Context: an optimization exercise on an open-source flow, tuned for small area, a short achievable clock period and few clock cycles per item. The choices shown serve that exercise and are no tape-out recipe. Only simulation tests tie the RTL to the original design; equivalence was not proved. Power and IR drop assume default switching activity.

`flow/flow/run.sh`:
```
#!/bin/bash
# the standard flow (the standard.sh, standard synthesis unchanged) with two
# changes to how the layout is made:
#  - timing repair aims at a shorter clock period than the design's (a larger setup
#    margin); the design is still laid out and signed off at the design's period
#  - ports are buffered with buf_4 instead of the cell buffer_ports picks by default
# make's output goes to make.log; each ORFS step keeps its own log under orfs/logs.
set -euo pipefail
bash standard.sh SETUP_SLACK_MARGIN=6.6 \
   "BUFFER_PORTS_ARGS=-buffer_cell sky130_fd_sc_hd__buf_4" \
   finish > make.log 2>&1
```
`flow/standard.sh`:
```
#!/bin/bash
# synth_recipe.tcl (not shown) runs the flow's synth.tcl, then flattens the netlist and writes it again
# the make line also repeats each setting of config.mk as NAME=value (left out here)
make -C /OpenROAD-flow-scripts/flow DESIGN_CONFIG=/design/flow/config.mk WORK_HOME=/design/flow/orfs CLKGATE_MAP_FILE= SYNTH_SCRIPT=/design/flow/synth_recipe.tcl "${@:-finish}"
```
`flow/config.mk`:
```
export PLATFORM = sky130hd
export DESIGN_NAME = int8_matrix_vector_zero_point_core
export DESIGN_NICKNAME = int8_matrix_vector_zero_point_core
export VERILOG_FILES = /design/flow/design.v
export SDC_FILE = /design/flow/constraint.sdc
export NUM_CORES = 4
export LEC_CHECK = 0
export CAP_MARGIN = 20
export CORE_MARGIN = 2
export CORE_UTILIZATION = 55
export CTS_CLUSTER_DIAMETER = 60
export CTS_CLUSTER_SIZE = 30
export PLACE_DENSITY = 0.65
export SETUP_SLACK_MARGIN = 0.3
export SLEW_MARGIN = 20
export SYNTH_MEMORY_MAX_BITS = 16384
```
`flow/constraint.sdc`:
```
create_clock -name core_clock -period 10.0 [get_ports {clock}]
set_input_delay 2.0000 -clock core_clock [delete_from_list [all_inputs] [get_ports {clock}]]
set_output_delay 2.0000 -clock core_clock [all_outputs]
set_load 0.01 [all_outputs]
```
`flow/design.v`:
```
package i8mvz_pkg;
   typedef enum logic [0:0] {
      CMD_LOAD_VECTOR   = 1'b0,
      CMD_MATRIX_ELEMENT = 1'b1
   } cmd_type;
   localparam logic [1:0] CSR_ZERO_POINT  = 2'd0;
   localparam logic [1:0] CSR_COLS_IN_USE = 2'd1;
   localparam logic [1:0] CSR_ROWS_IN_USE = 2'd2;
   localparam int ElemWidth  = 8;
   localparam int IndexWidth = 10;
   localparam int ColsWidth  = 11;
   localparam int RowsWidth  = 16;
   localparam int SumWidth   = 32;
   localparam int CsrWidth   = 16;
   localparam logic [ColsWidth-1:0] ColsReset = 11'd1024;
   localparam logic [RowsWidth-1:0] RowsReset = 16'd1;
endpackage
module i8mvz_ram #(
   parameter int WIDTH = 8,
   parameter int DEPTH = 256,
   parameter int WSTEP = 32,
   parameter int RSTEP = 4
) (
   input  logic                             clock,
   input  logic                             wr_en,
   input  logic [$clog2(DEPTH/WSTEP)-1:0]   wr_point,
   input  logic [WIDTH-1:0]                 wr_data,
   input  logic [$clog2(DEPTH/RSTEP)-1:0]   rd_tap,
   output logic [WIDTH-1:0]                 rd_data
);
   localparam int NW = DEPTH / WSTEP;
   localparam int NT = DEPTH / RSTEP;
   logic [DEPTH*WIDTH-1:0] ring_ff;
   logic [DEPTH*WIDTH-1:0] ring_next;
   logic [NT*WIDTH-1:0]    taps;
   always_comb begin
      ring_next = {ring_ff[WIDTH-1:0], ring_ff[DEPTH*WIDTH-1:WIDTH]};
      for (int k = 0; k < NW; k++) begin
         if (wr_en && (32'(wr_point) == k)) begin
            ring_next[k*WSTEP*WIDTH +: WIDTH] = wr_data;
         end
      end
   end
   always_ff @(posedge clock) begin
      ring_ff <= ring_next;
   end
   for (genvar t = 0; t < NT; t++) begin : g_tap
      assign taps[t*WIDTH +: WIDTH] = ring_ff[t*RSTEP*WIDTH +: WIDTH];
   end
   assign rd_data = taps[rd_tap*WIDTH +: WIDTH];
endmodule
module int8_matrix_vector_zero_point_core #(
   parameter int MAX_COLS = 256
) (
   input  logic                                  clock,
   input  logic                                  reset,
   input  logic                                  req_valid,
   output logic                                  req_ready,
   input  logic                                  req_command,
   input  logic signed [i8mvz_pkg::ElemWidth-1:0] req_element,
   input  logic [i8mvz_pkg::IndexWidth-1:0]      req_element_index,
   output logic                                  rsp_valid,
   input  logic                                  rsp_ready,
   output logic signed [i8mvz_pkg::SumWidth-1:0] rsp_row_sum,
   output logic [i8mvz_pkg::RowsWidth-1:0]       rsp_row_index,
   output logic                                  rsp_last_row,
   input  logic                                  csr_write_enable,
   input  logic [1:0]                            csr_index,
   input  logic [i8mvz_pkg::CsrWidth-1:0]        csr_write_data
);
   localparam int AW   = $clog2(MAX_COLS);
   localparam int CW   = i8mvz_pkg::ColsWidth;
   localparam int RW   = i8mvz_pkg::RowsWidth;
   localparam int EW   = i8mvz_pkg::ElemWidth;
   localparam int SW   = i8mvz_pkg::SumWidth;
   localparam int AccW = 24;
   localparam int PW   = 2 * EW + 1;
   localparam int WSTEP = 32;
   localparam int WB    = $clog2(WSTEP);
   localparam int RSTEP = 4;
   localparam int TB    = $clog2(RSTEP);
   logic [EW-1:0] zero_point_ff;
   logic [AW:0]   cols_ff;
   logic [RW-1:0] rows_ff;
   logic [CW-1:0] csr_cols;
   assign csr_cols = csr_write_data[CW-1:0];
   always_ff @(posedge clock) begin
      if (reset) begin
         zero_point_ff <= '0;
         cols_ff       <= (AW+1)'(MAX_COLS);
         rows_ff       <= i8mvz_pkg::RowsReset;
      end else if (csr_write_enable) begin
         if (csr_index == i8mvz_pkg::CSR_ZERO_POINT) begin
            zero_point_ff <= csr_write_data[EW-1:0];
         end
         if (csr_index == i8mvz_pkg::CSR_COLS_IN_USE) begin
            if (csr_cols == '0) begin
               cols_ff <= (AW+1)'(1);
            end else if (32'(csr_cols) > MAX_COLS) begin
               cols_ff <= (AW+1)'(MAX_COLS);
            end else begin
               cols_ff <= (AW+1)'(csr_cols);
            end
         end
         if (csr_index == i8mvz_pkg::CSR_ROWS_IN_USE) begin
            rows_ff <= csr_write_data[RW-1:0];
         end
      end
   end
   logic          adv;
   logic          x_rowend_ff;
   assign adv = rsp_ready || !x_rowend_ff;
   logic          f_go;              
   logic          req_ready_ff;      
   logic          req_take;
   logic          k_valid_ff;
   logic          k_cmd_ff;
   logic [EW-1:0] k_elem_ff;
   logic [AW-1:0] k_idx_ff;
   logic          k_hi_ff;
   logic          f_valid_ff;
   logic          f_cmd_ff;
   logic [EW-1:0] f_elem_ff;
   logic [AW-1:0] f_idx_ff;
   logic          f_hi_ff;
   logic          req_hi;
   assign req_ready = req_ready_ff;
   assign req_take  = req_valid && req_ready_ff;
   assign req_hi    = (32'(req_element_index) >= MAX_COLS);
   always_ff @(posedge clock) begin
      if (reset) begin
         f_valid_ff   <= 1'b0;
         k_valid_ff   <= 1'b0;
         req_ready_ff <= 1'b1;
      end else if (f_go) begin
         f_valid_ff   <= k_valid_ff || req_take;
         k_valid_ff   <= 1'b0;
         req_ready_ff <= 1'b1;
      end else if (!k_valid_ff) begin
         k_valid_ff   <= req_take;
         req_ready_ff <= !req_take;
      end
   end
   always_ff @(posedge clock) begin
      if (f_go) begin
         if (k_valid_ff) begin
            f_cmd_ff  <= k_cmd_ff;
            f_elem_ff <= k_elem_ff;
            f_idx_ff  <= k_idx_ff;
            f_hi_ff   <= k_hi_ff;
         end else begin
            f_cmd_ff  <= req_command;
            f_elem_ff <= req_element;
            f_idx_ff  <= AW'(req_element_index);
            f_hi_ff   <= req_hi;
         end
      end
   end
   always_ff @(posedge clock) begin
      if (!k_valid_ff) begin
         k_cmd_ff  <= req_command;
         k_elem_ff <= req_element;
         k_idx_ff  <= AW'(req_element_index);
         k_hi_ff   <= req_hi;
      end
   end
   logic          f_mat;
   logic          f_load;
   logic          f_write;
   logic          f_block;
   logic [AW-1:0] mphase_ff;
   logic [AW:0]   colp_ff;
   logic [AW-1:0] rd_pos_ff;
   logic [AW-1:0] wr_q_ff;
   logic [AW-1:0] wr_q_new;
   logic          col_first;
   logic          col_last;
   logic [EW-1:0] ram_rd_data;
   assign f_mat     = f_valid_ff && (f_cmd_ff == i8mvz_pkg::CMD_MATRIX_ELEMENT);
   assign f_load    = f_valid_ff && (f_cmd_ff == i8mvz_pkg::CMD_LOAD_VECTOR);
   assign col_first = (colp_ff == (AW+1)'(1));
   assign col_last  = (colp_ff == cols_ff);
   assign f_write = f_load && !f_hi_ff && (wr_q_ff[WB-1:0] == WB'(1));
   assign f_block = (f_load && !f_hi_ff && (wr_q_ff[WB-1:0] != WB'(1)))
                    || (f_mat && (rd_pos_ff[TB-1:0] != '0));
   assign f_go    = adv && !f_block;
   assign wr_q_new = (k_valid_ff ? k_idx_ff : AW'(req_element_index)) + mphase_ff;
   always_ff @(posedge clock) begin
      if (f_go) begin
         wr_q_ff <= wr_q_new;
      end else begin
         wr_q_ff <= wr_q_ff - AW'(1);
      end
   end
   always_ff @(posedge clock) begin
      if (reset) begin
         mphase_ff <= '1;
      end else begin
         mphase_ff <= mphase_ff - AW'(1);
      end
   end
   always_ff @(posedge clock) begin
      if (reset) begin
         colp_ff <= (AW+1)'(1);
      end else if (f_go) begin
         if (f_load || (f_mat && col_last)) begin
            colp_ff <= (AW+1)'(1);
         end else if (f_mat) begin
            colp_ff <= colp_ff + (AW+1)'(1);
         end
      end
   end
   always_ff @(posedge clock) begin
      if (f_go && (f_load || (f_mat && col_last))) begin
         rd_pos_ff <= mphase_ff;
      end else if (!(f_go && f_mat)) begin
         rd_pos_ff <= rd_pos_ff - AW'(1);
      end
   end
   i8mvz_ram #(
      .WIDTH(EW),
      .DEPTH(MAX_COLS),
      .WSTEP(WSTEP),
      .RSTEP(RSTEP)
   ) u_vector_ram (
      .clock   (clock),
      .wr_en   (f_write),
      .wr_point(wr_q_ff[AW-1:WB]),
      .wr_data (f_elem_ff),
      .rd_tap  (rd_pos_ff[AW-1:TB]),
      .rd_data (ram_rd_data)
   );
   logic          s1_mat_ff, s1_load_ff, s1_first_ff, s1_last_ff;
   logic [EW-1:0] s1_elem_ff;
   logic [EW-1:0] s1_rd_ff;
   always_ff @(posedge clock) begin
      if (reset) begin
         s1_mat_ff  <= 1'b0;
         s1_load_ff <= 1'b0;
      end else if (adv) begin
         s1_mat_ff  <= f_mat && !f_block;
         s1_load_ff <= f_load && !f_block;
      end
   end
   always_ff @(posedge clock) begin
      if (adv) begin
         s1_first_ff <= col_first;
         s1_last_ff  <= col_last;
         s1_elem_ff  <= f_elem_ff;
         s1_rd_ff    <= ram_rd_data;
      end
   end
   logic [3:0]    b_p1, b_m1, b_p2, b_m2;
   logic [3:0]    b2, b1, b0;
   logic [EW:0]   s1_d, s1_nd;
   logic [PW-1:0] d_x, nd_x;
   logic [PW-1:0] pp [4];
   logic [PW-1:0] cs1_s, cs1_c;
   assign b2 = {s1_elem_ff[7], s1_elem_ff[5], s1_elem_ff[3], s1_elem_ff[1]};
   assign b1 = {s1_elem_ff[6], s1_elem_ff[4], s1_elem_ff[2], s1_elem_ff[0]};
   assign b0 = {s1_elem_ff[5], s1_elem_ff[3], s1_elem_ff[1], 1'b0};
   assign b_p1 = {4{s1_mat_ff}} & ~b2 & (b1 ^ b0);
   assign b_m1 = {4{s1_mat_ff}} & b2 & (b1 ^ b0);
   assign b_p2 = {4{s1_mat_ff}} & ~b2 & b1 & b0;
   assign b_m2 = {4{s1_mat_ff}} & b2 & ~b1 & ~b0;
   assign s1_d  = $signed({s1_rd_ff[EW-1], s1_rd_ff})
                  - $signed({zero_point_ff[EW-1], zero_point_ff});
   assign s1_nd = $signed({zero_point_ff[EW-1], zero_point_ff})
                  - $signed({s1_rd_ff[EW-1], s1_rd_ff});
   assign d_x   = {{(PW-EW-1){s1_d[EW]}}, s1_d};
   assign nd_x  = {{(PW-EW-1){s1_nd[EW]}}, s1_nd};
   always_comb begin
      for (int j = 0; j < 4; j++) begin
         pp[j] = (({PW{b_p1[j]}} & d_x) | ({PW{b_m1[j]}} & nd_x)
                  | ({PW{b_p2[j]}} & (d_x << 1)) | ({PW{b_m2[j]}} & (nd_x << 1)))
                 << (2 * j);
      end
      cs1_s = pp[0] ^ pp[1] ^ pp[2];
      cs1_c = (pp[0] & pp[1]) | (pp[0] & pp[2]) | (pp[1] & pp[2]);
   end
   logic          s2_mat_ff, s2_load_ff, s2_first_ff, s2_last_ff;
   logic [PW-1:0] s2_cs1_s_ff;
   logic [PW-2:2] s2_cs1_c_ff;
   logic [PW-1:6] s2_pp3_ff;
   always_ff @(posedge clock) begin
      if (reset) begin
         s2_mat_ff  <= 1'b0;
         s2_load_ff <= 1'b0;
      end else if (adv) begin
         s2_mat_ff  <= s1_mat_ff;
         s2_load_ff <= s1_load_ff;
      end
   end
   always_ff @(posedge clock) begin
      if (adv) begin
         s2_first_ff <= s1_first_ff && s1_mat_ff;
         s2_last_ff  <= s1_last_ff;
         s2_cs1_s_ff <= cs1_s;
         s2_cs1_c_ff <= cs1_c[PW-2:2];
         s2_pp3_ff   <= pp[3][PW-1:6];
      end
   end
   logic [PW-1:0] c1_x, p3_x;
   logic [PW-1:0] cs2_s, cs2_c;
   logic [PW-1:0] s2_prod;
   assign c1_x    = {s2_cs1_c_ff, 3'b000};
   assign p3_x    = {s2_pp3_ff, 6'b000000};
   assign cs2_s   = s2_cs1_s_ff ^ c1_x ^ p3_x;
   assign cs2_c   = ((s2_cs1_s_ff & c1_x) | (s2_cs1_s_ff & p3_x) | (c1_x & p3_x)) << 1;
   assign s2_prod = cs2_s + cs2_c;
   logic          s3_mat_ff, s3_load_ff, s3_first_ff, s3_last_ff;
   logic [PW-1:0] s3_prod_ff;
   always_ff @(posedge clock) begin
      if (reset) begin
         s3_mat_ff  <= 1'b0;
         s3_load_ff <= 1'b0;
      end else if (adv) begin
         s3_mat_ff  <= s2_mat_ff;
         s3_load_ff <= s2_load_ff;
      end
   end
   always_ff @(posedge clock) begin
      if (adv) begin
         s3_first_ff <= s2_first_ff;
         s3_last_ff  <= s2_last_ff;
         s3_prod_ff  <= s2_prod;
      end
   end
   logic [AccW-1:0] acc_ff;
   logic [AccW-1:0] s3_prod_x;
   logic [RW-1:0]   rsp_row_index_ff;
   logic            rsp_last_row_ff;
   logic            row_zero_ff;       
   logic            x_end;             
   logic [RW-1:0]   next_index;
   logic            next_last;
   assign s3_prod_x = {{(AccW-PW){s3_prod_ff[PW-1]}}, s3_prod_ff};
   always_ff @(posedge clock) begin
      if (reset) begin
         x_rowend_ff <= 1'b0;
      end else if (adv) begin
         x_rowend_ff <= s3_mat_ff && s3_last_ff;
      end
   end
   always_ff @(posedge clock) begin
      if (adv) begin
         acc_ff <= (s3_first_ff ? AccW'(0) : acc_ff) + s3_prod_x;
      end
   end
   assign x_end      = adv && s3_mat_ff && s3_last_ff;
   assign next_index = row_zero_ff ? '0 : (rsp_row_index_ff + RW'(1));
   assign next_last  = row_zero_ff ? (rows_ff <= RW'(1))
                       : ({1'b0, rsp_row_index_ff} + (RW+1)'(2) >= {1'b0, rows_ff});
   always_ff @(posedge clock) begin
      if (reset) begin
         row_zero_ff <= 1'b1;
      end else if (x_end) begin
         row_zero_ff <= next_last;
      end else if (adv && s3_load_ff) begin
         row_zero_ff <= 1'b1;
      end
   end
   always_ff @(posedge clock) begin
      if (x_end) begin
         rsp_row_index_ff <= next_index;
         rsp_last_row_ff  <= next_last;
      end
   end
   assign rsp_valid     = x_rowend_ff;
   assign rsp_row_sum   = {{(SW-AccW){acc_ff[AccW-1]}}, acc_ff};
   assign rsp_row_index = rsp_row_index_ff;
   assign rsp_last_row  = rsp_last_row_ff;
endmodule
```
==> results.txt, run 1 <==
Pwr:
- The cell leakage power is 0.0261 uW.
- The highest ir drop seen on vdd is 0.000167 V.
- The ratio of total power to cell area is 247 nW/um^2.

Layout:
- The library cell used most frequently in the layout, excluding fill and tap cells, is dfxtp_1.
- The final layout contains 4,055 nets.
- The library cells used most frequently in the layout, excluding fill and tap cells, are dfxtp_1, nor2_1, mux4_2.
- The share of post-route cells with drive strength above 1 is 16.1%.
- From synthesis to final layout, the design area changed by 11.6%.
- The antenna diode count is 0.

Detailed routing:
- The post-detailed-route via-to-cell ratio is 4.94.
- The count of vias placed by the detailed router is 26,678.
- The total DRC errors in the routed layout is 0.
- For this block, the routed nets add up to 96,400 um of wire.
- The residual antenna-violating net count after detailed routing is 0.
- The detail-routed net length per standard cell is 17.9 um.
- The number of search-and-repair iterations in the first detailed-routing pass is 6.
- The number of DRC violations after detailed-routing iteration 0 is 1,841.

Floorplanning:
- The core area is 107,000 sq um.
- Measured along the y axis, the die boundary spans 332 um.
- The floorplan step defined a die boundary enclosing 110,000 sq um.
- The starting utilization of the core area is 55.4%.
- The horizontal extent of the die is 332 um.
- The floorplan has 120 rows.
- The number of placed I/O pins is 93.

Timing:
- The hold violation count in the final report is 0.
- Summed over all failing endpoints, the final setup total negative slack is 0 ps.
- The post-route clock period utilization is 33.9%.
- The final-report max-slew violation count is 0.
- Setup repair after global routing could not meet its margin everywhere.
- The maximum clock rate is 295 MHz.
- The worst-case hold slack is 308 ps.
- The setup violation total in the final timing report is 0.
- The relative max-transition margin is 30.9%.
- The smallest clock period supported by the final layout is computed as 3390 ps.
- The clock skew is 31.1 ps.
- The slew at the pin with the worst max-slew slack is 1040 ps.

Global routing:
- The largest net degree at the start of global routing is 117.
- The initial antenna violation count is 4.
- The total overflow left after global routing is 0.
- The global routing usage summed across all routing layers is 17.4%.
- The number of global-route vias before repair came to 26,363.
- The first global-routing pass estimated 150,000 um of wire.

Synth:
- The mean instance size in the synthesized netlist is 15.8 sq um.
- Counting distinct cell types in the post-synthesis netlist gives 82.
- Counting flops with a built-in enable in the synthesized netlist gives 134.
- The cell count after synthesis came out at 3,759.
- Among all flip-flop cells after synthesis, the most frequent one is dfxtp_1.
- The synthesized net count is 3,913.
- The fraction of registers with async set/reset is 0%.
- The area share of the largest cell type after synthesis is 72.1%.
- The register area share after synthesis is 78.9%.
- In this run the cell area of the synthesized design comes to 59,300 sq um.
- The yosys synthesis warning count is 3.
- After synthesis, the cell types taking the most area are dfxtp_1, edfxtp_1, mux4_2.
- The flop and latch count out of synthesis is 2,269.
- Summed over all instances, the cell type with the most area after synthesis is dfxtp_1.

Worst hold path:
- In this run the worst hold path is classified as register to register.
- The worst hold path was traced through 0 stages.

Job:
- The count of max-cap constraint violations is 0.

Setup path:
- The signal on the critical path passes through buf_6 > buf_6.
- The slowest stage of the critical path belongs to the cell edfxtp_1.
- STA classifies the critical path endpoint as a primary output.
- For the worst flop-to-flop path, the logic depth is 11.
- The biggest fanout along the worst timing path is 5.
- The endpoint arrival time on the critical path is 1390 ps.
- The largest single stage delay on the critical path is 430 ps.
- The most used cell along the critical path is buf_6.
- The worst setup path is of the register to primary output kind.
- For flop-to-flop paths, the worst setup slack is 6670 ps.
- The required time of the worst setup path is 8000 ps.
- The kind of launch point of the worst setup path is a register.

Placed design:
- The number of I/O port buffers is 92.
- The placer's final routability congestion estimate is 0.884.
- The final HPWL from detailed placement is 57,600 um.

Clock network:
- The clock network latency to the later pin of the worst-skew pair is 710 ps.
- For this design, the sink count on the clock tree is 2,269.
- The clock passes through at most 3 buffers.
- The clock transition at the registers of the reported paths is 100 ps.
- Buffers inserted during clock tree synthesis total 113.
- TritonCTS built the clock tree.
- The H-tree depth reported by CTS is 3.
- Buffers inserted to repair hold after CTS numbered 0.
- The root buffer cell chosen for the clock tree is clkbuf_16.

Outcome:
- The run finished with no timing, DRC or antenna violations.
worst max-delay path, delay by kind of cell, from the launching register on:
kind	cells	cell delay, ps
buffers and inverters	2	270
DFF	1	430
final timing paths:
check	startpoint	endpoint
worst max-delay path	acc_ff[23]	rsp_row_sum[30]
worst min-delay path	u_vector_ram.ring_ff[712]	u_vector_ram.ring_ff[704]
worst max register to register	s1_rd_ff[0]	s2_cs1_s_ff[11]
worst min register to register	u_vector_ram.ring_ff[712]	u_vector_ram.ring_ff[704]
where the power goes:
part / switching (uW) / internal [uW] / leakage (uW)
logic: 787 / 614 / 0.00547
registers: 129 / 9240 / 0.0187
clock network: 3090 / 2470 / 0.00197
layer usage:
metal	global-route usage (%)	wire length, um	part of all wire, %	vias up
met4	5.74	2640	2.7	0
li1	-	-	-	13051
met5	0	0	0	-
met1	25.7	47500	49	12919
met2	26.3	42000	44	543
met3	2.82	4220	4.4	165
sequential cells by signal, summed over array words and instances, names as in the netlist, 9 cells and up:
| signal | count |
|---|---|
| rows_ff | 16 |
| colp_ff | 9 |
| cols_ff | 9 |
| u_vector_ram.ring_ff | 2048 |
| s2_cs1_s_ff | 14 |
| s2_cs1_c_ff | 12 |
| rsp_row_index_ff | 16 |
| acc_ff | 24 |
| s3_prod_ff | 17 |
| s2_pp3_ff | 10 |
metrics by stage:
stage                     util [%]  setup WS, ps  area [sq um]  std cells  total power (uW)
after global routing          61.8          6560         66200       5396             16900
after CTS                     61.7          6540         66000       5391             16500
after global placement        57.4          5760         61500       5158             10900
after floorplan                  -          6260         59400       3759             10500
after detailed placement      57.4          5640         61500       5158             10900
final                         61.8          6610         66200       5396             16300
synth_stat cells (36+ instances only):
cell type  instances
ha_1              87
nor2b_1           36
mux4_2           160
mux2_2            85
xnor2_1           56
nand2_1          129
o21ai_0           52
nor2_1           171
dfxtp_1         2135
edfxtp_1         134
clkbuf_1          65
xor2_1            41
a21oi_1          111
inv_1             70
final cells by class:
type / instances / area (sq um)
clock inverters: 85 / 1240
multi-input cells: 1308 / 12000
inverters: 72 / 297
flip-flops and latches: 2269 / 46800
repair buffers: 137 / 1180
clock buffers: 122 / 2930
well taps: 1403 / 1760
fillers: 7814 / 40900
kinds of logic after synthesis:
group / synth area share, %
adder cells (fa/ha/maj): 2.68
flip-flops: 78.9
multiplexers: 7.98
buffers and inverters: 1.28
XOR/XNOR: 1.47
AND/OR/NAND/NOR: 4.20
AO/OA/AOI/OAI: 3.53
what timing repair did:
action | CTS | global route
setup endpoints to repair | 63 | 29
cloned | 1 | 0
buffers inserted | 25 | 5
pin swaps | 1 | 7
resized for setup | 26 | 26
Testbench counts, summed over its fixed seeds: cycles 74,919, items 71,425.
==> run 2: changes to the inputs <==
--- a/flow/flow/run.sh
+++ b/flow/flow/run.sh
@@ -6,6 +6,6 @@
 #  - ports are buffered with buf_4 instead of the cell buffer_ports picks by default
 # make's output goes to make.log; each ORFS step keeps its own log under orfs/logs.
 set -euo pipefail
-bash standard.sh SETUP_SLACK_MARGIN=6.6 \
+bash standard.sh SETUP_SLACK_MARGIN=6.8 \
    "BUFFER_PORTS_ARGS=-buffer_cell sky130_fd_sc_hd__buf_4" \
    finish > make.log 2>&1
==> run 2 against run 1 <==
  * Total power rose by 0.59%
  * Critical path depth unchanged
  * Via count is 0.45% higher
  * Count of clock-buffer cells in the layout grew 6
  * Die area unchanged
  * Synthesized cell count unchanged
  * Sequential share of layout area is 0.64 points lower
  * Largest power group unchanged
  * Highest routed layer unchanged
==> results.txt, run 2 <==
Outcome:
- The run finished with no timing, DRC or antenna violations.

Timing:
- The worst path setup slack after routing is 6610 ps.
- The clock period minus final worst setup slack is 3390 ps.
- For the final database, setup skew stands at 28.6 ps.
- Setup repair after global routing could not meet its margin everywhere.
- Derived from the worst setup path, the maximum achievable clock frequency is 295 MHz.
- The final-report max-slew violation count is 0.
- Setup violations remaining at the end of the flow were counted as 0.
- The slew at the pin with the worst max-slew slack is 1070 ps.
- Measured against its own limit, the worst slew margin works out to 28.9%.
- The final setup TNS is 0 ps.
- The hold violation count in the final report was 0.
- The post-route clock period utilization is 33.9%.

Worst hold path:
- The worst hold path terminates at u_vector_ram.ring_ff[960].
- The launch point of the worst hold path is u_vector_ram.ring_ff[968].
- The worst hold path passes through 0 cells.
- The class of the tightest hold or removal check is register to register.

Clock network:
- The clock sink count is 2,269.
- The clock tree buffer depth is 3.
- The H-tree depth reported by CTS is 3.
- In this run the clock root is driven by a clkbuf_16.
- Buffers inserted during clock tree synthesis total 112.
- The clock transition at the registers of the reported paths is 100 ps.
- The clock network latency to the later pin of the worst-skew pair is 710 ps.
- The TritonCTS clock tree is built.

Synth:
- By count the netlist is led by dfxtp_1, nor2_1, mux4_2, edfxtp_1, nand2_1.
- The register area share after synthesis is 78.9%.
- The main flop type after synthesis is dfxtp_1.
- The synthesized net count is 3,913.
- The yosys synthesis warning count is 3.
- The fraction of registers with async set/reset is 0%.
- The most common cell in the synthesized netlist is dfxtp_1.
- After technology mapping, the gate count stands at 3,759.
- Counting flops with a built-in enable in the synthesized netlist gives 134.
- In this run, synthesis produced a sequential element count of 2,269.
- dfxtp_1 takes more of the synthesized area than any other cell.
- Summed over its instances, the top area cell type makes up 72.1% of the synthesized netlist area.
- The mean instance size in the synthesized netlist is 15.8 sq um.
- The post-synthesis cell area is 59,300 sq um.
- Counting distinct cell types in the post-synthesis netlist gives 82.
- By area the synthesized netlist is led by dfxtp_1, edfxtp_1, mux4_2.

Layout:
- The final layout contains 4,089 nets.
- The register bank with the most flops is u_vector_ram.ring_ff.
- The area added between synthesis and finish is 12.7%.
- The flip-flop count of the largest register, all copies and words added is 2,048.
- The top cell types in the final layout, fill and taps aside, are dfxtp_1, nor2_1, mux4_2.
- Leaving out fill and tap cells, the most frequent cell in the layout is dfxtp_1.
- The largest registers in the layout are u_vector_ram.ring_ff (2048), acc_ff (24), s3_prod_ff (17).
- The post-route netlist has 17.6% of its cells at a drive strength greater than 1.

Floorplanning:
- For this design the top-level I/O count stands at 93.
- The core area is 107,000 sq um.
- The row count is 120.
- Once the floorplan was initialized, standard cells occupied 55.4% of the core.
- The die covers 110,000 sq um.
- Measured along the y axis, the die boundary spans 332 um.
- From left edge to right edge, the die measures 332 um.

Detailed routing:
- The number of DRC violations after detailed-routing iteration 0 is 1,867.
- The count of nets left with antenna violations once routing finished came out at 0.
- After detailed routing, the number of remaining DRC violations is 0.
- After detailed routing, the number of vias per cell comes to 4.93.
- The first detailed-routing pass took 6 iterations.
- Summed over all layers, the routed wires come to 97,900 um.
- The final route contains 26,798 vias.
- The detail-routed net length per standard cell is 18.0 um.

Pwr:
- The ratio of total power to cell area is 246 nW/um^2.
- The worst-case IR drop observed on VDD is 0.000159 V.
- The cell leakage power is 0.0264 uW.

Placed design:
- Port buffering added 92 buffers.
- At the end of routability-driven placement, the weighted congestion stood at 0.884.
- The placement-stage worst setup slack is 5780 ps.
- The wire-length estimate of the detail-placed layout is 58,500 um.

Global routing:
- The wire length of the first global-routing pass is 151,000 um.
- The largest net degree at the start of global routing is 55.
- After global routing the overflow that remains totals 0.
- The initial antenna violation count came to 2.
- The global routing usage summed across all routing layers is 17.7%.
- The number of global-route vias before repair is 26,319.

Setup path:
- For the worst setup path, the data required time is 8000 ps.
- The kind of launch point of the worst setup path is a register.
- The critical register-to-register path startpoint is s1_rd_ff[0].
- The category of the critical setup timing path is register to primary output.
- The worst reg2reg path endpoint is s2_cs1_s_ff[11].
- The worst register-to-register path has a depth of 11.
- Of all nets on the critical path, the largest fanout is 5.
- Data arrives at the worst endpoint at 1390 ps.
- For flop-to-flop paths, the worst setup slack is 6820 ps.
- The worst setup path is captured at a primary output.

Job:
- The count of max-cap constraint violations is 0.
## run 2: how the worst max path moves through the flow
stage	endpoint	cells past startpoint	start
6_report	rsp_row_sum[26]	2	acc_ff[23]
5_1_grt	rsp_row_sum[26]	2	acc_ff[23]
3_5_place_dp	colp_ff[0]	7	rsp_ready
3_3_place_gp	colp_ff[0]	7	rsp_ready
4_1_cts	rsp_row_sum[31]	2	acc_ff[23]
2_1_floorplan	wr_q_ff[6]	10	req_element_index[0]
## run 2: repair_timing
| action | CTS | global route |
|---|---|---|
| pin swaps | 15 | 26 |
| setup endpoints to repair | 94 | 96 |
| setup buffers | 36 | 25 |
| gates cloned | 2 | 1 |
| resized for setup | 77 | 50 |
| hold buffers | 0 | 0 |
## run 2: logic make-up after synthesis
group	Yosys count	synth area share [%]
AOI/OAI and AO/OA	325	3.53
xor gates and xnor gates	98	1.47
adders and majority gates	112	2.68
buffers and inverters	182	1.28
DFF	2269	78.9
muxes	262	7.98
and+or+nand+nor	511	4.20
## run 2: routing by layer
metal | GRT usage [%] | part of all wire [%] | vias to the layer above
li1 | - | - | 13132
met1 | 25.8 | 49 | 13046
met2 | 27.3 | 45 | 466
met3 | 2.68 | 3.9 | 154
met4 | 5.60 | 2.4 | 0
met5 | 0 | 0 | -
## run 2: where the power goes
part	switching, uW	leakage (uW)	internal (uW)
Clock	3030	0.00200	2530
Combinational	814	0.00573	675
Sequential	138	0.0187	9240
## run 2: stage by stage
| stage | util [%] | instance area, sq um | total power (uW) | cells | hold slack [ps] |
|---|---|---|---|---|---|
| 2_1_floorplan | - | 59500 | 10500 | 3759 | 310 |
| 5_1_grt | 62.4 | 66800 | 17000 | 5435 | 293 |
| 3_5_place_dp | 57.5 | 61600 | 10900 | 5160 | 312 |
| 6_report | 62.4 | 66800 | 16400 | 5436 | 299 |
| 3_3_place_gp | 57.5 | 61600 | 10900 | 5160 | 310 |
| 4_1_cts | 62.0 | 66400 | 16500 | 5409 | 302 |
## run 2: cell type report
cell class | instances | area, sq um
Sequential cell | 2269 | 46800
Fill cell | 7869 | 40200
Multi-Input combinational cell | 1308 | 12200
Clock buffer | 128 | 2990
Tap cell | 1403 | 1760
Timing Repair Buffer | 171 | 1590
Clock inverter | 83 | 1170
Inverter | 72 | 297
Timing Repair inverter | 1 | 16.3
Antenna cell | 1 | 2.50
## run 2: worst max-delay path: stages, from the launching register on
cell and delay [ps]:
edfxtp_1 420, buf_6 160, buf_6 110
==> run 3: changes to the inputs <==
--- a/flow/flow/run.sh
+++ b/flow/flow/run.sh
@@ -6,6 +6,6 @@
 #  - ports are buffered with buf_4 instead of the cell buffer_ports picks by default
 # make's output goes to make.log; each ORFS step keeps its own log under orfs/logs.
 set -euo pipefail
-bash standard.sh SETUP_SLACK_MARGIN=6.8 \
+bash standard.sh SETUP_SLACK_MARGIN=6.5 \
    "BUFFER_PORTS_ARGS=-buffer_cell sky130_fd_sc_hd__buf_4" \
    finish > make.log 2>&1
==> run 3 against run 2 <==
  * Critical endpoint is now rsp_row_index[8]
  * Global-route usage shrank 0.44 points
  * Sequential cell count unchanged
  * Via count is 1.3% lower
  * Count of clock-buffer cells in the layout decreased by 2
  * Utilization down 0.92 points
  * Register-to-register slack worse by 170 ps
  * Critical path type unchanged
  * Clock power about the same
  * Wire length down 2.8%
  * Die area unchanged
  * Still clean
  * First-iteration DRC count barely moved
==> results.txt, run 3 <==
Outcome:
- The flow ran to the end and the layout has no timing, DRC or antenna violations.

Detailed routing:
- The number of DRC violations after detailed-routing iteration 0 is 1,866.
- The number of search-and-repair iterations in the first detailed-routing pass is 5.
- The detail route stage leaves a number of antenna-violating nets equal to 0.
- The routed design has 95,200 um of wire.
- In the routed design, unresolved DRC markers number 0.
- The detail-routed net length per standard cell is 17.7 um.
- The post-detailed-route via-to-cell ratio is 4.91.
- The final route contains 26,448 vias.

Synth:
- The number of distinct library cells after synthesis is 82.
- After synthesis the netlist holds a flip-flop and latch count of 2,269.
- Of the total synthesized cell area, the portion taken by full adders, half adders and majority gates is 2.68%.
- The most common cell in the synthesized netlist is dfxtp_1.
- By area the synthesized netlist is led by dfxtp_1, edfxtp_1, mux4_2.
- Counting flops with an async set or reset pin after synthesis yields a share of 0%.
- The area share of the largest cell type after synthesis is 72.1%.
- The compound-gate portion of the synthesized area is 3.53%.
- Of the total synthesized cell area, the portion taken by XOR and XNOR cells is 1.47%.
- The most used flip-flop cell after synthesis is dfxtp_1.
- The multiplexer area fraction after synthesis is 7.98%.
- Of the synthesized area, sequential elements account for 78.9%.
- The synthesized net count is 3,913.
- The main combinational cell family by area after synthesis is multiplexers.
- The cell area that synthesis handed to floorplanning was 59,300 sq um.
- The share of synthesized cell area in and, or, nand and nor gates is 4.20%.
- The cell count after synthesis is 3,759.
- For this run, the number of Yosys warnings is 3.
- The largest area contributor in the synthesized netlist is dfxtp_1.
- The synthesized design contains 134 enable-type register cells.
- The mean instance size in the synthesized netlist is 15.8 sq um.
- By count the netlist is led by dfxtp_1, nor2_1, mux4_2, edfxtp_1, nand2_1.

Layout:
- The area added between synthesis and finish is 11.0%.
- Cells with a size suffix above 1 make up 15.4% of the layout.
- u_vector_ram.ring_ff holds more flip-flops than any other register.
- In the layout the commonest cells are dfxtp_1, nor2_1, mux4_2.
- The register with the most flip-flops in the layout has 2,048 of them.
- The final instance count without filler cells is 5,382.
- Once layout is done, the placed cells without fillers occupy 65,800 sq um.
- The most frequent standard cell in the layout excluding fill and tap cells is dfxtp_1.
- The number of nets in the layout is 4,041.
- The largest registers in the layout are u_vector_ram.ring_ff (2048), acc_ff (24), s3_prod_ff (17).

Pwr:
- For this design the ratio of total power to cell area is 247 nW/um^2.
- The cell leakage power is 0.0260 uW.
- VDD sags by at most 0.000146 V.

Timing:
- The final setup TNS is 0 ps.
- Hold timing on the final database bottoms out at a slack of 314 ps.
- For the pin with the worst max-slew slack, the measured transition is 1020 ps.
- Setup repair after global routing could not meet its margin everywhere.
- The post-route clock period utilization is 34.3%.
- The setup violation total in the final timing report is 0.
- Static timing analysis puts the maximum clock frequency at 292 MHz.
- The final-report max-slew violation count came to 0.
- The clock period minus final worst setup slack is 3430 ps.
- The hold violation count in the final report is 0.
- For the final database, setup skew stands at 25.7 ps.
- The worst pin sits at a relative slew slack of 32.0%.

Floorplanning:
- The starting utilization of the core area is 55.4%.
- In this run the horizontal extent of the chip is 332 um.
- 93 I/O pins were placed.
- The die is 332 um tall.
- The total die area is 110,000 sq um.
- The core area is 107,000 sq um.
- The floorplan has 120 rows.

Clock network:
- The clock network latency to the later pin of the worst-skew pair is 710 ps.
- The TritonCTS clock tree is built.
- The clock sink count is 2,269.
- Buffers inserted to repair hold after CTS numbered 0.
- In this run, CTS created clock tree buffers numbering 111.
- The clock transition at the registers of the reported paths is 100 ps.
- The H-tree depth reported by CTS is 3.
- The buffer cell driving the clock tree root is clkbuf_16.
- In this run the deepest clock path goes through 3 buffers.

Setup path:
- The worst register-to-register path has a depth of 11.
- The delay of the slowest cell on the worst path is 530 ps.
- The startpoint of the worst setup timing path is rsp_row_index_ff[8].
- Setup slack on the worst reg-to-reg path comes out at 6650 ps.
- Data on the critical path arrives at its endpoint at 1430 ps.
- The kind of capture point of the worst setup path is a primary output.
- The cell family contributing the most delay on the critical path is flip-flops.
- The critical register-to-register path startpoint is s1_rd_ff[0].
- The slowest stage cell on the critical path is edfxtp_1.
- The worst reg2reg path endpoint is s2_cs1_s_ff[11].
- The category of the critical setup timing path is register to primary output.
- Counting both buffers and inverters, the worst setup path holds a total of 1.
- For the worst setup path, the data required time is 8000 ps.
- Of all nets on the critical path, the largest fanout is 7.
- STA classifies the critical path startpoint as a register.
- The signal on the critical path passes through buf_4.

Worst hold path:
- The worst hold path terminates at u_vector_ram.ring_ff[1952].
- The worst hold path passes through 0 cells.
- The tightest min-delay check is of the register to register type.
- The launch point of the worst hold path is u_vector_ram.ring_ff[1960].

Global routing:
- The total congestion overflow is 0.
- The initial antenna violation count came to 4.
- The wire length of the first global-routing pass is 148,000 um.
- The global routing usage summed across all routing layers is 17.2%.
- The number of global-route vias before repair is 25,773.
- The largest net degree at the start of global routing is 109.

Job:
- The count of max-cap constraint violations is 0.

Placed design:
- The area after detailed placement is 61,500 sq um.
- Including well taps, the total number of placed cells is 5,167.
- The placer's final routability congestion estimate is 0.889.
- The final HPWL from detailed placement is 58,200 um.
- Input and output buffers added on the ports amount to 92.
## run 3: changes by cell type in the layout (fill, tap and decap cells not counted), moves of 5 or more
cell / before / now
a21oi_2: 8 / 0
inv_8: 16 / 11
buf_6: 57 / 5
a21oi_1: 101 / 109
buf_4: 107 / 118
ha_1: 80 / 86
## run 3: metrics by stage
step                util [%]  setup slack, ps  total power (uW)
floorplan                  -             6260             10500
finish                  61.5             6570             16200
CTS                     61.4             6500             16400
detailed placement      57.5             5550             10900
global placement        57.5             5590             10900
global route            61.5             6430             16800
## run 3: worst max path at each step
stage                             endpoint  slack [ps]  cells past startpoint
final                     rsp_row_index[8]        6570                      1
after global placement          colp_ff[1]        5590                      7
after floorplan                 wr_q_ff[6]        6260                     10
after detailed placement        colp_ff[1]        5550                      7
after CTS                 rsp_row_index[3]        6500                      1
after global routing           row_zero_ff        6430                     11
## run 3: worst reg2reg max path: stages (launching register included)
cell      delay [ps]
edfxtp_1         480
inv_1             90
ha_1             150
inv_1             50
fa_2             400
a211oi_2         270
o21a_1           210
o211a_1          200
nor2_1           130
or3_1            430
a21oi_4          220
fa_1             460
## run 3: cell families after synthesis
family / count (synthesis)
and+or+nand+nor: 511
AOI/OAI and AO/OA: 325
muxes: 262
DFF: 2269
buffers and inverters: 182
xor gates and xnor gates: 98
adders and majority gates: 112
## run 3: layer usage
metal,share of wire (%),vias to the layer above,track usage (%)
li1,-,13027,-
met1,50,12842,25.6
met2,44,447,26.3
met3,3.9,132,2.54
met4,2.2,0,5.07
met5,0,-,0
## run 3: area by class of cell
| cell class | count | area (sq um) |
|---|---|---|
| inverter | 72 | 297 |
| clock buffer | 126 | 2940 |
| antenna | 1 | 2.50 |
| clock inverter | 78 | 1160 |
| timing repair buffer | 125 | 977 |
| multi-input combinational | 1308 | 11900 |
| sequential | 2269 | 46800 |
| tap | 1403 | 1760 |
| fill | 7956 | 41200 |
## run 3: repair_timing
item,CTS,global route
pin swaps,0,2
gates resized for setup,15,11
setup endpoints to repair,26,17
setup buffers,2,8
## run 3: power breakdown
group | total [uW] | switching, uW | internal, uW | leakage (uW)
combinational | 1350 | 778 | 571 | 0.00537
sequential | 9360 | 120 | 9240 | 0.0187
clock | 5530 | 3010 | 2520 | 0.00197
total | 16200 | 3900 | 12300 | 0.0260
==> run 4: changes to the inputs <==
--- a/flow/flow/run.sh
+++ b/flow/flow/run.sh
@@ -6,6 +6,6 @@
 #  - ports are buffered with buf_4 instead of the cell buffer_ports picks by default
 # make's output goes to make.log; each ORFS step keeps its own log under orfs/logs.
 set -euo pipefail
-bash standard.sh SETUP_SLACK_MARGIN=6.5 \
+bash standard.sh SETUP_SLACK_MARGIN=6.6 \
    "BUFFER_PORTS_ARGS=-buffer_cell sky130_fd_sc_hd__buf_4" \
    finish > make.log 2>&1
--- a/flow/config.mk
+++ b/flow/config.mk
@@ -7,10 +7,10 @@
 export LEC_CHECK = 0
 export CAP_MARGIN = 20
 export CORE_MARGIN = 2
-export CORE_UTILIZATION = 55
+export CORE_UTILIZATION = 62
 export CTS_CLUSTER_DIAMETER = 60
 export CTS_CLUSTER_SIZE = 30
-export PLACE_DENSITY = 0.65
+export PLACE_DENSITY = 0.72
 export SETUP_SLACK_MARGIN = 0.3
 export SLEW_MARGIN = 20
 export SYNTH_MEMORY_MAX_BITS = 16384
==> run 4 against run 3 <==
  * Still clean on timing, DRC and antenna
  * Sequential cell count is the same
  * Final cell count fell by 2.6%
  * Cell area fell by 0.23%
  * Sequential share of layout area up 0.17 points
  * Critical path type unchanged
  * Critical endpoint is now rsp_row_sum[28]
==> results.txt, run 4 <==
Floorplanning:
- The row count is 113.
- The horizontal extent of the die is 313 um.
- Once the floorplan was initialized, standard cells occupied 62.5% of the core.
- The total area inside the core boundary comes to 94,900 sq um.
- The die boundary height is 313 um.
- The floorplan step defined a die boundary enclosing 98,100 sq um.
- For this design the top-level I/O count stands at 93.

Synth:
- The mean instance size in the synthesized netlist is 15.8 sq um.
- The flop and latch count out of synthesis is 2,269.
- By area the synthesized netlist is led by dfxtp_1, edfxtp_1, mux4_2.
- The post-synthesis cell area is 59,300 sq um.
- The most common cell in the synthesized netlist is dfxtp_1.
- The number of distinct library cells after synthesis is 82.
- The fraction of registers with async set/reset is 0%.
- Counting every instance in the synthesized netlist gives 3,759.
- The most used flip-flop cell after synthesis is dfxtp_1.
- The largest area contributor in the synthesized netlist is dfxtp_1.
- The synthesized design devotes to its leading area cell type 72.1% of total area.
- Of the synthesized area, sequential elements account for 78.9%.
- Yosys printed 3 warnings.
- The synthesized net count is 3,913.
- The number of enable-type register cells in the synthesized netlist is 134.
- By count the netlist is led by dfxtp_1, nor2_1, mux4_2, edfxtp_1, nand2_1.

Detailed routing:
- The residual antenna-violating net count after detailed routing is 0.
- Before antenna repair, the detailed router went through 5 iterations.
- The detail-routed net length per standard cell is 18.2 um.
- The post-detailed-route via-to-cell ratio is 5.07.
- The total DRC errors in the routed layout is 0.
- The number of DRC violations after detailed-routing iteration 0 is 1,777.
- The final wirelength is 95,400 um.
- Across all layers, the routed design uses 26,558 vias.

Global routing:
- The total congestion overflow is 0.
- The number of global-route vias before repair is 26,167.
- Entering global routing, the biggest net connects 126 pins.
- The initial antenna violation count was 2.
- The wire length of the first global-routing pass is 148,000 um.
- In the global route stage, overall resource usage came out at 19.5%.

Pwr:
- The cell leakage power is 0.0260 uW.
- The ratio of total power to cell area is 245 nW/um^2.
- The highest ir drop seen on vdd is 0.000216 V.

Layout:
- Counting flops per register, the top entry is u_vector_ram.ring_ff.
- The largest registers in the layout are u_vector_ram.ring_ff (2048), acc_ff (24), s3_prod_ff (17).
- Leaving out fill and tap cells, the most frequent cell in the layout is dfxtp_1.
- After the last flow step, the layout net total stands at 4,047.
- The final-layout fill cell count is 6,263.
- The total area of multi-input combinational cells is 12,000 sq um.
- Registers take 46,800 sq um.
- The number of antenna diodes in the final layout is 0.
- The finished layout holds 5,243 standard cells, fillers aside.
- The share of post-route cells with drive strength above 1 is 15.7%.
- The register with the most flip-flops in the layout has 2,048 of them.
- Compared with the post-synthesis result, the final layout area differs by 10.7%.
- In the layout the commonest cells are dfxtp_1, nor2_1, mux4_2.

Setup path:
- The kind of capture point of the worst setup path is a primary output.
- Among the stages of the critical path, the cell type that occurs most often is buf_6.
- In this run the worst path has a maximum fanout of 5.
- The worst register-to-register path ends at s2_cs1_s_ff[12].
- The critical register-to-register path startpoint is s1_rd_ff[0].
- For this run, the slowest stage of the critical path takes 430 ps.
- The slowest stage cell on the critical path is edfxtp_1.
- The endpoint arrival time on the critical path is 1400 ps.
- Walking the worst path, the cells encountered are buf_6 > buf_6.
- The startpoint of the worst setup timing path is acc_ff[23].
- The worst setup path is of the register to primary output kind.
- The logic depth of the worst register-to-register path is 12.
- The worst setup path is launched from a register.
- The worst register-to-register path has a setup slack of 6730 ps.
- The critical path endpoint is rsp_row_sum[28].
- For the worst setup path, the data required time is 8000 ps.

Clock network:
- The clock tree buffer depth is 3.
- After clock tree synthesis, the clock-pin slew on the worst setup and hold paths is 110 ps.
- The clock sink count is 2,269.
- CTS placed an instance of clkbuf_16 at the clock tree root.
- The clock network latency to the later pin of the worst-skew pair is 720 ps.
- The CTS buffer count is 107.
- The TritonCTS clock tree is built.
- The H-tree depth reported by CTS is 3.

Placed design:
- Input and output buffers added on the ports amount to 92.
- After detailed placement, the design holds a cell count of 5,017.
- The final HPWL from detailed placement is 58,000 um.
- The placer's final routability congestion estimate is 0.894.

Timing:
- The final setup TNS is 0 ps.
- The hold violation count in the final report came to 0.
- Setup violations remaining at the end of the flow were counted as 0.
- The final-report max-slew violation count is 0.
- Setup repair after global routing could not meet its margin everywhere.
- The clock period could shrink to 3400 ps.
- The worst path uses 34.0% of the clock period.
- The maximum clock rate is 294 MHz.
- For the final database, setup skew stands at 42.5 ps.
- The relative max-transition margin is 27.0%.
- At the pin with the least slew margin, the transition time is 1090 ps.

Job:
- Max-cap violations in this run came to 0.

Worst hold path:
- The worst hold path belongs to the class register to register.

Outcome:
- The run finished with no timing, DRC or antenna violations.
## run 4: cell types whose count changed in the layout (fill, tap and decap cells not counted), sizes merged, moves of 2 or more
cell / change
bufinv: -3
clkbuf: -2
inv: -7
clkinv: +2
buf: +9
## run 4: report_power, final
part / switching, uW / internal, uW
Combinational: 775 / 614
Sequential: 129 / 9240
Clock: 2940 / 2380
Total: 3850 / 12200
## run 4: metrics by stage
stage          cell area [sq um]  hold WS (ps)  utilization [%]  total power (uW)  worst slack [ps]
2_1_floorplan              59400           310                -             10500              6260
3_3_place_gp               61300           310             64.6             10900              5630
3_5_place_dp               61300           312             64.6             10900              5560
4_1_cts                    65600           302             69.1             16200              6530
5_1_grt                    65700           309             69.2             16700              6550
6_report                   65700           310             69.2             16100              6600
## run 4: worst min path at each step
| stage | from | end | slack, ps | depth (start not counted) |
|---|---|---|---|---|
| detailed placement | u_vector_ram.ring_ff[1150] | u_vector_ram.ring_ff[1142] | 310 | 0 |
| floorplan | u_vector_ram.ring_ff[1008] | u_vector_ram.ring_ff[1000] | 310 | 0 |
| global route | u_vector_ram.ring_ff[1934] | u_vector_ram.ring_ff[1926] | 310 | 0 |
| CTS | u_vector_ram.ring_ff[1934] | u_vector_ram.ring_ff[1926] | 300 | 0 |
| global placement | u_vector_ram.ring_ff[54] | u_vector_ram.ring_ff[46] | 310 | 0 |
| finish | u_vector_ram.ring_ff[1982] | u_vector_ram.ring_ff[1974] | 310 | 0 |
## run 4: cell type report
cell class,instances,area share [%]
Inverter,72,0.452
Tap cell,1265,2.41
Timing Repair Buffer,135,1.74
Sequential cell,2269,71.2
Multi-Input combinational cell,1308,18.3
Clock buffer,124,4.38
Clock inverter,70,1.49
## run 4: logic make-up (layout without fill, tap and decap cells)
| group | Yosys count | in the layout | synth area share [%] |
|---|---|---|---|
| adders and majority gates | 112 | 112 | 2.68 |
| xor gates and xnor gates | 98 | 98 | 1.47 |
| AOI/OAI and AO/OA | 325 | 325 | 3.53 |
| muxes | 262 | 262 | 7.98 |
| buffers and inverters | 182 | 401 | 1.28 |
| DFF | 2269 | 2269 | 78.9 |
| and+or+nand+nor | 511 | 511 | 4.20 |
## run 4: worst max-delay path: cells and delay by family (launching register included)
family,cells,cell delay (ps)
buf+inv,2,280
flops,1,430
## run 4: timing repair
action | in CTS | in global routing
buffers inserted | 24 | 7
hold buffers | 0 | 0
endpoints found under the hold margin | 0 | 0
cloned | 1 | 0
gates resized for setup | 37 | 14
endpoints found under the setup margin | 68 | 31
pin swaps | 8 | 9
## run 4: routing by layer
| layer | vias to the layer above | wire length (um) | GRT usage, % |
|---|---|---|---|
| met5 | - | 0 | 0 |
| met3 | 160 | 4160 | 2.92 |
| met1 | 12874 | 47100 | 29.1 |
| li1 | 13039 | - | - |
| met2 | 485 | 41800 | 29.7 |
| met4 | 0 | 2340 | 5.98 |
==> run 5: changes to the inputs <==
--- a/flow/config.mk
+++ b/flow/config.mk
@@ -8,8 +8,8 @@
 export CAP_MARGIN = 20
 export CORE_MARGIN = 2
 export CORE_UTILIZATION = 62
-export CTS_CLUSTER_DIAMETER = 60
-export CTS_CLUSTER_SIZE = 30
+export CTS_CLUSTER_DIAMETER = 65
+export CTS_CLUSTER_SIZE = 35
 export PLACE_DENSITY = 0.72
 export SETUP_SLACK_MARGIN = 0.3
 export SLEW_MARGIN = 20
==> run 5 against run 4 <==
  * Final cell count is 0.63% lower
  * Worst setup slack better by 34 ps
  * Worst hold slack better by 10 ps
  * Wire length is 0.45% lower
  * Clock skew is 2.2 ps lower
  * Largest cell class unchanged
  * Largest power group unchanged
==> results.txt, run 5 <==
Floorplanning:
- The initial utilization of the core area, before any placement, comes to 62.5%.
- After floorplanning, the core was divided into 113 placement rows.
- The total area inside the core boundary comes to 94,900 sq um.
- 93 I/O pins were placed.
- From left edge to right edge, the die measures 313 um.
- From bottom edge to top edge, the die measures 313 um.
- The die covers 98,100 sq um.

Global routing:
- The first global-routing pass estimated 148,000 um of wire.
- Entering global routing, the biggest net connects 126 pins.
- The total congestion overflow is 0.
- The number of global-route vias before repair is 25,981.
- The global routing usage summed across all routing layers is 19.4%.
- The initial antenna violation count is 3.

Timing:
- The final-report max-slew violation count is 0.
- The clock skew is 40.3 ps.
- The worst path needs 3370 ps of the cycle, external delays included.
- For the pin with the worst max-slew slack, the measured transition is 1140 ps.
- After routing, the total negative slack on setup checks comes to 0 ps.
- The relative max-transition margin is 24.0%.
- The maximum clock rate is 297 MHz.
- The hold violation count in the final report is 0.
- Setup repair after global routing could not meet its margin everywhere.
- The post-route clock period utilization is 33.7%.
- The setup violation total in the final timing report is 0.

Detailed routing:
- Dividing the detail-routed via count by the number of cells gives 5.08.
- The detailed router finished its first iteration with 2,052 violations.
- The first TritonRoute pass finished after 5 iterations.
- Wires add up to 95,000 um.
- Once detail routing completed, the nets flagged for antenna violations numbered 0.
- For this run, design rule violations remaining after detail routing come to 0.
- The detail-routed net length per standard cell is 18.2 um.
- The final route contains 26,484 vias.

Synth:
- The area share of the largest cell type after synthesis is 72.1%.
- In the synthesized netlist the dominant register cell turns out to be dfxtp_1.
- The fraction of registers with async set/reset is 0%.
- Ranked by total cell area, the synthesized netlist is headed by dfxtp_1, edfxtp_1, mux4_2.
- The number of distinct library cells after synthesis is 82.
- The register area share after synthesis is 78.9%.
- After synthesis, the most frequently instantiated cells are dfxtp_1, nor2_1, mux4_2, edfxtp_1, nand2_1.
- The post-synthesis cell area is 59,300 sq um.
- The largest area contributor in the synthesized netlist is dfxtp_1.
- Counting flops with a built-in enable in the synthesized netlist gives 134.
- The most common cell in the synthesized netlist is dfxtp_1.
- In this run, synthesis produced a sequential element count of 2,269.
- The number of nets handed over by synthesis was 3,913.
- For this run, the number of Yosys warnings is 3.
- The cell count after synthesis is 3,759.
- A synthesized cell averages 15.8 sq um.

Clock network:
- No sink is reached through more buffers than the 3 on the longest clock path.
- The clock sink count is 2,269.
- The later pin in the worst-skew pair is clocked with a latency of 690 ps.
- Clock-pin slew was measured on the worst setup and hold paths at 120 ps.
- TritonCTS built the clock tree.
- The buffer cell driving the clock tree root is clkbuf_16.
- The H-tree depth reported by CTS is 3.
- The CTS buffer count is 94.

Layout:
- The top cell types in the final layout, fill and taps aside, are dfxtp_1, nor2_1, mux4_2.
- The share of the core filled with cells is 68.7%.
- Cells with a size suffix above 1 make up 15.0% of the layout.
- The most frequent standard cell in the layout excluding fill and tap cells is dfxtp_1.
- The area added between synthesis and finish is 9.84%.
- The largest registers in the layout are u_vector_ram.ring_ff (2048), acc_ff (24), s3_prod_ff (17).
- The final-layout fill cell count is 6,324.
- The register with the most flip-flops in the layout has 2,048 of them.
- For this run, the post-layout net count is 4,030.
- The antenna diode count is 0.
- The register bank with the most flops is u_vector_ram.ring_ff.

Pwr:
- IR analysis of the VDD net gives a maximum drop of 0.000217 V.
- The cell leakage power is 0.0257 uW.
- Power spread over the standard cell area amounts to 240 nW/um^2.

Worst hold path:
- The worst hold path terminates at u_vector_ram.ring_ff[392].
- The class of the tightest hold or removal check is register to register.
- The startpoint identified for the worst hold timing path is u_vector_ram.ring_ff[400].
- The worst hold path stage count is 0.

Setup path:
- The worst reg2reg path endpoint is s2_cs1_s_ff[9].
- The reg2reg setup slack is 6670 ps.
- In this run the worst setup path begins at acc_ff[23].
- Of all nets on the critical path, the largest fanout is 5.
- The kind of capture point of the worst setup path is a primary output.
- The worst register-to-register path begins at s1_rd_ff[0].
- The category of the critical setup timing path is register to primary output.
- The required time of the worst setup path is 8000 ps.
- The worst register-to-register path has a depth of 11.
- The kind of launch point of the worst setup path is a register.
- For the worst setup path, the data arrival time is 1370 ps.

Outcome:
- The flow ran to the end and the layout has no timing, DRC or antenna violations.

Placed design:
- The congestion estimate from routability-driven global placement came to 0.894.
- Input and output buffers added on the ports amount to 92.
- The final HPWL from detailed placement is 58,000 um.

Job:
- Max-cap violations in this run came to 0.
run 5: cell counts after synthesis:
No cell type changed its count.
run 5: final cells by class:
class / count / area (sq um) / share of cell area (%)
clock buffer: 106 / 2490 / 3.82
inverter: 72 / 297 / 0.455
timing repair buffer: 131 / 1110 / 1.71
multi-input combinational: 1308 / 12000 / 18.5
tap: 1265 / 1580 / 2.43
sequential: 2269 / 46800 / 71.8
clock inverter: 59 / 871 / 1.34
run 5: metrics by stage:
step | area, sq um | total power [uW] | cells | hold slack (ps) | setup WS, ps
CTS | 65000 | 15800 | 5204 | 322 | 6560
global route | 65100 | 16200 | 5210 | 316 | 6580
global placement | 61300 | 10900 | 5017 | 310 | 5630
finish | 65100 | 15600 | 5210 | 320 | 6630
floorplan | 59400 | 10500 | 3759 | 310 | 6260
detailed placement | 61300 | 10900 | 5017 | 312 | 5560
run 5: critical path: stages, from the launching register on:
cell and delay, ps:
edfxtp_1 420, buf_6 160, buf_6 120
run 5: where the power goes:
part	internal, uW	switching, uW	total [uW]
clock network	2010	2890	4890
logic	612	772	1380
registers	9240	131	9370
run 5: layer usage:
layer | vias up | routed length, um | track usage, %
met2 | 483 | 41700 | 29.5
met3 | 139 | 4190 | 2.80
met1 | 12874 | 46800 | 29.2
met4 | 0 | 2340 | 5.88
met5 | - | 0 | 0
li1 | 12988 | - | -
run 5: cells by family (layout without fill, tap and decap cells):
family / count (synthesis) / after routing / synth area share, %
flops: 2269 / 2269 / 78.9
compound gates: 325 / 325 / 3.53
xor+xnor: 98 / 98 / 1.47
fa+ha+maj: 112 / 112 / 2.68
mux: 262 / 262 / 7.98
simple gates: 511 / 511 / 4.20
buf+inv: 182 / 368 / 1.28
run 5: how the worst max path moves through the flow:
stage | endpoint | cells past startpoint
4_1_cts | s2_cs1_s_ff[15] | 11
3_3_place_gp | colp_ff[1] | 7
3_5_place_dp | colp_ff[1] | 7
2_1_floorplan | wr_q_ff[6] | 10
6_report | rsp_row_sum[23] | 2
5_1_grt | rsp_row_sum[23] | 2
run 5: what timing repair did:
| item | in CTS | in global routing |
|---|---|---|
| hold buffers | 0 | 0 |
| gates resized for setup | 30 | 20 |
| pin swaps | 6 | 7 |
| buffers inserted | 21 | 6 |
| endpoints found under the setup margin | 63 | 31 |
| cloned | 1 | 0 |
==> run 6: changes to the inputs <==
--- a/flow/config.mk
+++ b/flow/config.mk
@@ -9,7 +9,7 @@
 export CORE_MARGIN = 2
 export CORE_UTILIZATION = 62
 export CTS_CLUSTER_DIAMETER = 65
-export CTS_CLUSTER_SIZE = 35
+export CTS_CLUSTER_SIZE = 32
 export PLACE_DENSITY = 0.72
 export SETUP_SLACK_MARGIN = 0.3
 export SLEW_MARGIN = 20
==> run 6 against run 5 <==
  * Die area is the same
  * Largest power group unchanged
  * Clock power is essentially flat
  * Largest cell class unchanged
  * Critical path depth is the same
  * Highest routed layer unchanged
  * Still clean
  * Clock skew grew 14 ps
==> results.txt, run 6 <==
Outcome:
- The run finished with no timing, DRC or antenna violations.

Synth:
- The biggest area contributor in the post-synthesis netlist is dfxtp_1.
- The share of the Yosys chip area taken by registers is 78.9%.
- The most common cell in the synthesized netlist is dfxtp_1.
- In the synthesized netlist, the cells that appear most often are dfxtp_1, nor2_1, mux4_2, edfxtp_1, nand2_1.
- After synthesis the netlist holds a flip-flop and latch count of 2,269.
- The post-synthesis cell area is 59,300 sq um.
- The synthesized netlist devotes 3.53% of its cell area to compound gates.
- The number of distinct library cells after synthesis is 82.
- The share of synthesized cell area in full adder, half adder and majority cells is 2.68%.
- Of the total synthesized cell area, the portion taken by XOR and XNOR cells is 1.47%.
- Measured against the total synthesized area, the mux share comes to 7.98%.
- The main flop type after synthesis is dfxtp_1.
- The number of enable-type register cells in the synthesized netlist is 134.
- The area share of the largest cell type after synthesis is 72.1%.
- The mean instance size in the synthesized netlist is 15.8 sq um.
- The yosys synthesis warning count is 3.
- The share of synthesized cell area in and, or, nand and nor gates is 4.20%.
- By area the synthesized netlist is led by dfxtp_1, edfxtp_1, mux4_2.
- By area, the combinational part of the netlist is dominated by multiplexers.
- The cell count after synthesis is 3,759.
- The fraction of registers with async set/reset is 0%.
- The synthesized net count is 3,913.

Clock network:
- The H-tree depth reported by CTS is 3.
- Clock tree synthesis inserted a total of 97 buffers.
- The buffer cell driving the clock tree root is clkbuf_16.
- Hold repair after CTS inserted 0 buffers.
- The clock transition at the registers of the reported paths is 100 ps.
- The clock network latency to the later pin of the worst-skew pair is 700 ps.
- The TritonCTS clock tree is built.
- The clock tree buffer depth is 3.
- Counting every sink on the clock net gives 2,269.

Layout:
- Counting the fill cells in the layout gives 6,325.
- From synthesis to final layout, the design area changed by 9.80%.
- In the layout the commonest cells are dfxtp_1, nor2_1, mux4_2.
- Of the cells placed in the final design, the portion with a size suffix greater than 1 is 14.9%.
- The most frequent standard cell in the layout excluding fill and tap cells is dfxtp_1.
- The number of nets in the layout is 4,034.
- The largest registers in the layout are u_vector_ram.ring_ff (2048), acc_ff (24), s3_prod_ff (17).
- More flip-flops sit in one register than any other, and that register is u_vector_ram.ring_ff.
- The register with the most flip-flops in the layout has 2,048 of them.

Global routing:
- After global routing the overflow that remains totals 0.
- Entering global routing, the biggest net connects 126 pins.
- The number of global-route vias before repair is 26,104.
- The first global-routing pass estimated 149,000 um of wire.
- The global routing usage summed across all routing layers is 19.5%.
- The initial antenna violation count came to 3.

Floorplanning:
- The core area is 94,900 sq um.
- Pin placement for this block handled 93 I/O pins.
- The total die area is 98,100 sq um.
- The horizontal extent of the die is 313 um.
- The initial utilization of the core area, before any placement, comes to 62.5%.
- The die boundary height is 313 um.
- The row count is 113.

Placed design:
- During placement, the flow inserted port buffers numbering 92.
- Timing analysis after detailed placement gives a worst setup slack of 5560 ps.
- The placer's final routability congestion estimate is 0.894.
- The final HPWL from detailed placement is 58,000 um.

Timing:
- Counting I/O delays and the setup requirement, the final critical path takes 3400 ps.
- The hold violation count in the final report is 0.
- Setup repair after global routing could not meet its margin everywhere.
- The worst-case hold slack is 310 ps.
- The worst path setup slack after routing is 6600 ps.
- The clock skew is 54.4 ps.
- Adding up every negative setup slack in the final design gives 0 ps.
- The setup violation total in the final timing report is 0.
- The relative max-transition margin is 25.2%.
- The slew at the pin with the worst max-slew slack is 1120 ps.
- The worst path uses 34.0% of the clock period.
- The final-report max-slew violation count was 0.
- For this run, the top clock speed supported by timing is 295 MHz.

Worst hold path:
- The path class of the tightest hold or removal check is register to register.
- The worst hold path stage count is 0.

Setup path:
- Of all nets on the critical path, the largest fanout is 5.
- The kind of launch point of the worst setup path is a register.
- STA puts the critical path data required time at 8000 ps.
- The category of the critical setup timing path is register to primary output.
- STA classifies the critical path endpoint as a primary output.
- STA puts the critical path data arrival time at 1400 ps.
- The worst register-to-register path has a depth of 11.

Pwr:
- The analysis attributes to cell leakage a power of 0.0257 uW.
- The worst-case IR drop observed on VDD is 0.000218 V.
- Dividing total power by cell area gives a power density of 240 nW/um^2.
- Total power for the finished layout comes to 15,600 uW.

Job:
- The count of max-cap constraint violations is 0.

Detailed routing:
- The total DRC errors in the routed layout is 0.
- The count of nets left with antenna violations once routing finished came out at 0.
- The final wirelength is 95,200 um.
- The count of vias placed by the detailed router is 26,511.
- The detailed router finished its first iteration with 1,922 violations.
- The number of search-and-repair iterations in the first detailed-routing pass is 6.
- The detail-routed net length per standard cell is 18.3 um.
- The post-detailed-route via-to-cell ratio is 5.10.
==> run 6: changes by cell type in the layout (fill, tap and decap cells not counted), moves of 3 or more <==
| cell | change |
|---|---|
| buf_4 | +6 |
| buf_6 | -5 |
| clkbuf_1 | -3 |
| inv_12 | -3 |
| inv_8 | -9 |
| inv_6 | -4 |
==> run 6: per-layer routing <==
layer	GRT usage, %	share of wire [%]
met1	29.2	49
met5	0	0
met2	29.8	44
met4	5.77	2.2
met3	2.79	4.5
==> run 6: worst max-delay path, stage by stage (launching register included) <==
cell and delay [ps]:
edfxtp_1 430, buf_6 150, buf_4 130
==> run 6: logic make-up after synthesis <==
kind of cell / Yosys count
compound gates: 325
flops: 2269
fa+ha+maj: 112
simple gates: 511
xor+xnor: 98
mux: 262
buf+inv: 182
==> run 6: final cells by class <==
type	count	area (sq um)	area share, %
Inverter	72	297	0.455
Timing Repair Buffer	132	1110	1.70
Antenna cell	1	2.50	0.00384
Clock buffer	107	2560	3.93
Tap cell	1265	1580	2.43
Clock inverter	49	773	1.19
Multi-Input combinational cell	1308	12000	18.5
Sequential cell	2269	46800	71.8
==> run 6: path summary, 6_finish.rpt <==
kind / from / endpoint / slack (ps)
setup reg to reg: s1_rd_ff[0] / s2_cs1_s_ff[9] / 6630
setup / recovery: acc_ff[23] / rsp_row_sum[27] / 6600
hold / removal: u_vector_ram.ring_ff[374] / u_vector_ram.ring_ff[366] / 310
hold reg to reg: u_vector_ram.ring_ff[374] / u_vector_ram.ring_ff[366] / 310
==> run 6: where the power goes <==
group	leakage [uW]	switching (uW)	internal, uW
combinational	0.00545	770	610
sequential	0.0187	130	9240
clock	0.00160	2820	2060
==> run 6: repair_timing <==
action / CTS / global route
setup buffers: 21 / 7
cloned: 1 / 0
gates resized for setup: 32 / 15
pin swaps: 7 / 9
setup endpoints to repair: 66 / 34
==> run 6: through the flow <==
step / instance area [sq um] / cells / utilization [%]
5_1_grt: 65100 / 5202 / 68.6
3_5_place_dp: 61300 / 5017 / 64.6
6_report: 65100 / 5203 / 68.6
4_1_cts: 65000 / 5195 / 68.5
2_1_floorplan: 59400 / 3759 / -
3_3_place_gp: 61300 / 5017 / 64.6

-- port drivers added, routing unchanged --
In the flow no input, the clock included, has a driving cell. The finished layouts below were timed again as built, in two steps. Step 1 (the two cells are an assumption about what drives the block):
set clk [get_ports {clock}]
set_driving_cell -lib_cell sky130_fd_sc_hd__clkbuf_16 $clk
set_driving_cell -lib_cell sky130_fd_sc_hd__buf_2 [delete_from_list [all_inputs] $clk]
Step 2 also shifts input and output timing later by t, the mid clock arrival at the registers, as if the neighbouring blocks saw the same clock. Slacks: ideal / step 1 / step 2; pairs: ideal / step 1.
run	t (ns)	setup WS [ns]	latest minus earliest clock arrival (ns)
run 1	0.759	6.610 / 6.546 / 6.029	0.039 / 0.040
run 2	0.762	6.615 / 6.551 / 6.008	0.034 / 0.033
run 3	0.754	6.574 / 6.508 / 6.030	0.036 / 0.036
run 4	0.758	6.596 / 6.533 / 6.005	0.045 / 0.046
run 5	0.742	6.630 / 6.567 / 6.022	0.048 / 0.047
run 6	0.742	6.605 / 6.541 / 6.037	0.059 / 0.060
After both steps setup and hold are still met in every run listed. The setup slack of run 5, which loses most, moves by -0.063 ns with the drivers and by -0.608 ns with both steps.
